From an optimization exercise on the open Yosys and OpenROAD flow, aimed at small area, a short achievable clock period and few clock cycles per item; shortcuts taken in it are not production practice. In this exercise RTL edits were held to simulation tests only and were not proved equivalent to the original.

// fft8_engine
module fft8_engine (
  input  logic        clk,
  input  logic        rst,
  input  logic        cmd_valid,
  input  logic [1:0]  cmd_op,
  input  logic [3:0]  cmd_sel,
  input  logic [31:0] cmd_data,
  output logic        cmd_ready,
  output logic        busy,
  output logic        done,
  output logic [31:0] result,
  output logic        result_valid
);
  localparam logic [1:0] OP_LOAD   = 2'd0;
  localparam logic [1:0] OP_EXPORT = 2'd2;
  localparam logic [1:0] TW_0 = 2'd0;    
  localparam logic [1:0] TW_2 = 2'd1;    
  localparam logic [1:0] TW_1 = 2'd2;    
  localparam logic [1:0] TW_3 = 2'd3;    
  localparam int SB = 0;     
  localparam int SX = 1;     
  localparam int ST = 2;     
  logic [15:0] xr [8];
  logic [15:0] xi [8];
  logic        r_ready;
  logic        r_busy;
  logic        r_done;
  logic        r_rv;
  logic [15:0] r_result;
  logic [3:0]  r_nst;
  logic        r_lbv;
  logic [2:0]  r_lbi;
  logic [31:0] r_lbd;
  logic [7:0]  q_v;
  logic        q_ex [8];
  logic [3:0]  q_f  [8];
  logic        r_act;
  logic [1:0]  r_st;
  logic [2:0]  r_k;
  logic        r_inv;
  logic        r_last;      
  logic [7:0]  r_finr;      
  logic [7:0]  r_fini;      
  logic [7:0]  c_sa, c_sb, c_wr, c_wi;
  logic [2:0]  c_pr, c_pi;
  logic        c_sr, c_si, c_nr, c_ni;
  logic        c_ldx;       
  logic [16:0] r_u;
  logic [16:0] r_t;
  logic        r_z;
  function automatic logic par3(input logic [2:0] k);
    par3 = ^k;
  endfunction
  function automatic logic [2:0] lastk(input logic [1:0] s);
    lastk = (s == 2'd3) ? 3'd5 : 3'd3;
  endfunction
  function automatic logic [9:0] bfly(input logic [1:0] s, input logic [2:0] k);
    logic [2:0] t, b;
    logic [1:0] w;
    logic       er, ei;
    t = 3'd0; b = 3'd0; w = TW_0; er = 1'b1; ei = 1'b1;
    case (s)
      2'd1: begin t = {k[1:0], 1'b0}; b = {k[1:0], 1'b1}; end
      2'd2: case (k[1:0])
              2'd0: begin t = 3'd5; b = 3'd7; w = TW_2; end
              2'd1: begin t = 3'd0; b = 3'd2; end
              2'd2: begin t = 3'd1; b = 3'd3; w = TW_2; end
              default: begin t = 3'd4; b = 3'd6; end
            endcase
      default: case (k)
              3'd0: begin t = 3'd0; b = 3'd4; end
              3'd1: begin t = 3'd2; b = 3'd6; w = TW_2; end
  ...
For scale: roughly 2900 cells after synthesis, roughly 460 flip-flops, about 77 I/O pins, ~30000 um2 of cells after synthesis.
export LEC_CHECK = 0
export CAP_MARGIN = 20
export CORE_MARGIN = 2
export CORE_UTILIZATION = 40
export SLEW_MARGIN = 20
create_clock -name core_clock -period 12.0 [get_ports {clk}]
standard.sh (not shown) runs the stock make flow with config.mk's settings and CLKGATE_MAP_FILE= SYNTH_SCRIPT=/design/flow/synth_recipe.tcl, a recipe that flattens the netlist after the stock synthesis.
==> flow/flow/run.sh <==
#!/bin/bash
# The standard ORFS layout, with its setup repair aimed below the clock period
# (repair_timing's -setup_margin), so that it also works on paths that already meet it.
set -euo pipefail
bash standard.sh SETUP_SLACK_MARGIN=7 finish > standard_flow.log 2>&1
The first run finished with timing, DRC and antenna clean.
Testbench counts at the start, summed over its fixed seeds: cycles 8,704, items 320.
==> next run, changes <==
--- a/flow/flow/run.sh
+++ b/flow/flow/run.sh
@@ -5 +5 @@
-bash standard.sh SETUP_SLACK_MARGIN=7 finish > standard_flow.log 2>&1
+bash standard.sh SETUP_SLACK_MARGIN=8.5 finish > standard_flow.log 2>&1
Count of clock-buffer cells in the layout climbs by 3.
Via count went up by about 5.5%.
Final area rose by 11%.
Cell count rose by 4.9%.
Wire length went up by about 7.5%.
Non-clock buffer count went up by 191.
==> next run, changes <==
--- a/flow/flow/run.sh
+++ b/flow/flow/run.sh
@@ -5 +5 @@
-bash standard.sh SETUP_SLACK_MARGIN=8.5 finish > standard_flow.log 2>&1
+bash standard.sh SETUP_SLACK_MARGIN=8 finish > standard_flow.log 2>&1
The changed run passed the timing, design-rule and antenna checks.
Global-route usage fell by 0.15 points.
Clock-buffer cell count fell by 4.
Utilization fell by 2.0 points.
Worst setup slack is better by 0.024 ns.
Area after synthesis is unchanged.
==> next run, changes <==
CORE_UTILIZATION = 60   (was 40)
PLACE_DENSITY = 0.75   (was default)
TNS_END_PERCENT = 20   (was default)
=>
- wire length shrinks by a few percent
- die area shrinks by a quarter to a third
- cell area shrinks by a few percent
- count of clock-buffer cells in the layout shrinks by 8
- worst hold slack improved by 0.010 ns
- critical path depth grows by 2
- clock skew shrinks by 0.024 ns
- worst setup slack got worse by 0.055 ns
- register-to-register slack got worse by 0.06 ns
==> next run, changes <==
CORE_UTILIZATION = 40   (was 60)
PLACE_DENSITY = default   (was 0.75)
TNS_END_PERCENT = 5   (was 20)
Result:
- sequential share of layout area came out higher by 0.32 points
- critical path depth falls by 3
- worst setup slack got worse by 0.020 ns
- cell area is lower by 0.90%
- register-to-register slack got worse by 0.02 ns
- die area grows by 49%
- clock skew went up by 0.0049 ns
- routed wire length grows by 3.1%
- worst hold slack hardly moves
- via count falls by 4.1%
==> next run, changes <==
TNS_END_PERCENT = 0   (was 5)
- design area goes down slightly
- setup slack degrades by 0.083 ns
- utilization is lower by 0.72 points
- synthesized cell count stays the same
- register-to-register slack is worse by 0.08 ns
- global-route usage goes down by 0.44 points
- wire length drops slightly

[what the ideal ports hide]
No port has a modelled driver above. Below, the same layouts with a new extraction and two added sets of constraints.
Step 1: set_driving_cell puts a clkbuf_16 on clk and a buf_2 on each other input, an assumption about the parent block.
Step 2 also shifts input and output timing later by t, the mid clock arrival at the registers, as if the neighbouring blocks saw the same clock.
Three values: ideal, step 1, step 2; two values: the first two.
run | shift t [ns] | setup WS [ns] | clock arrival spread, ns | worst register clock-pin slew, ns | worst slew at a driven data input, ns
the first run | 0.685 | 7.161 / 7.161 / 6.711 | 0.038 / 0.038 | 0.06 / 0.06 | 0.06
the second run | 0.672 | 7.605 / 7.605 / 7.605 | 0.043 / 0.043 | 0.07 / 0.07 | 0.06
the third run | 0.680 | 7.629 / 7.629 / 7.454 | 0.041 / 0.041 | 0.06 / 0.06 | 0.05
the fourth run | 0.678 | 7.574 / 7.574 / 7.198 | 0.018 / 0.018 | 0.07 / 0.07 | 0.04
the fifth run | 0.672 | 7.554 / 7.554 / 7.130 | 0.022 / 0.022 | 0.07 / 0.07 | 0.07
the sixth run | 0.677 | 7.471 / 7.471 / 6.927 | 0.058 / 0.058 | 0.07 / 0.07 | 0.06
After both steps every run listed still meets setup and hold. For the sixth run, which loses most, drivers alone change the setup slack by 0.000 ns; drivers and shift together by -0.544 ns.
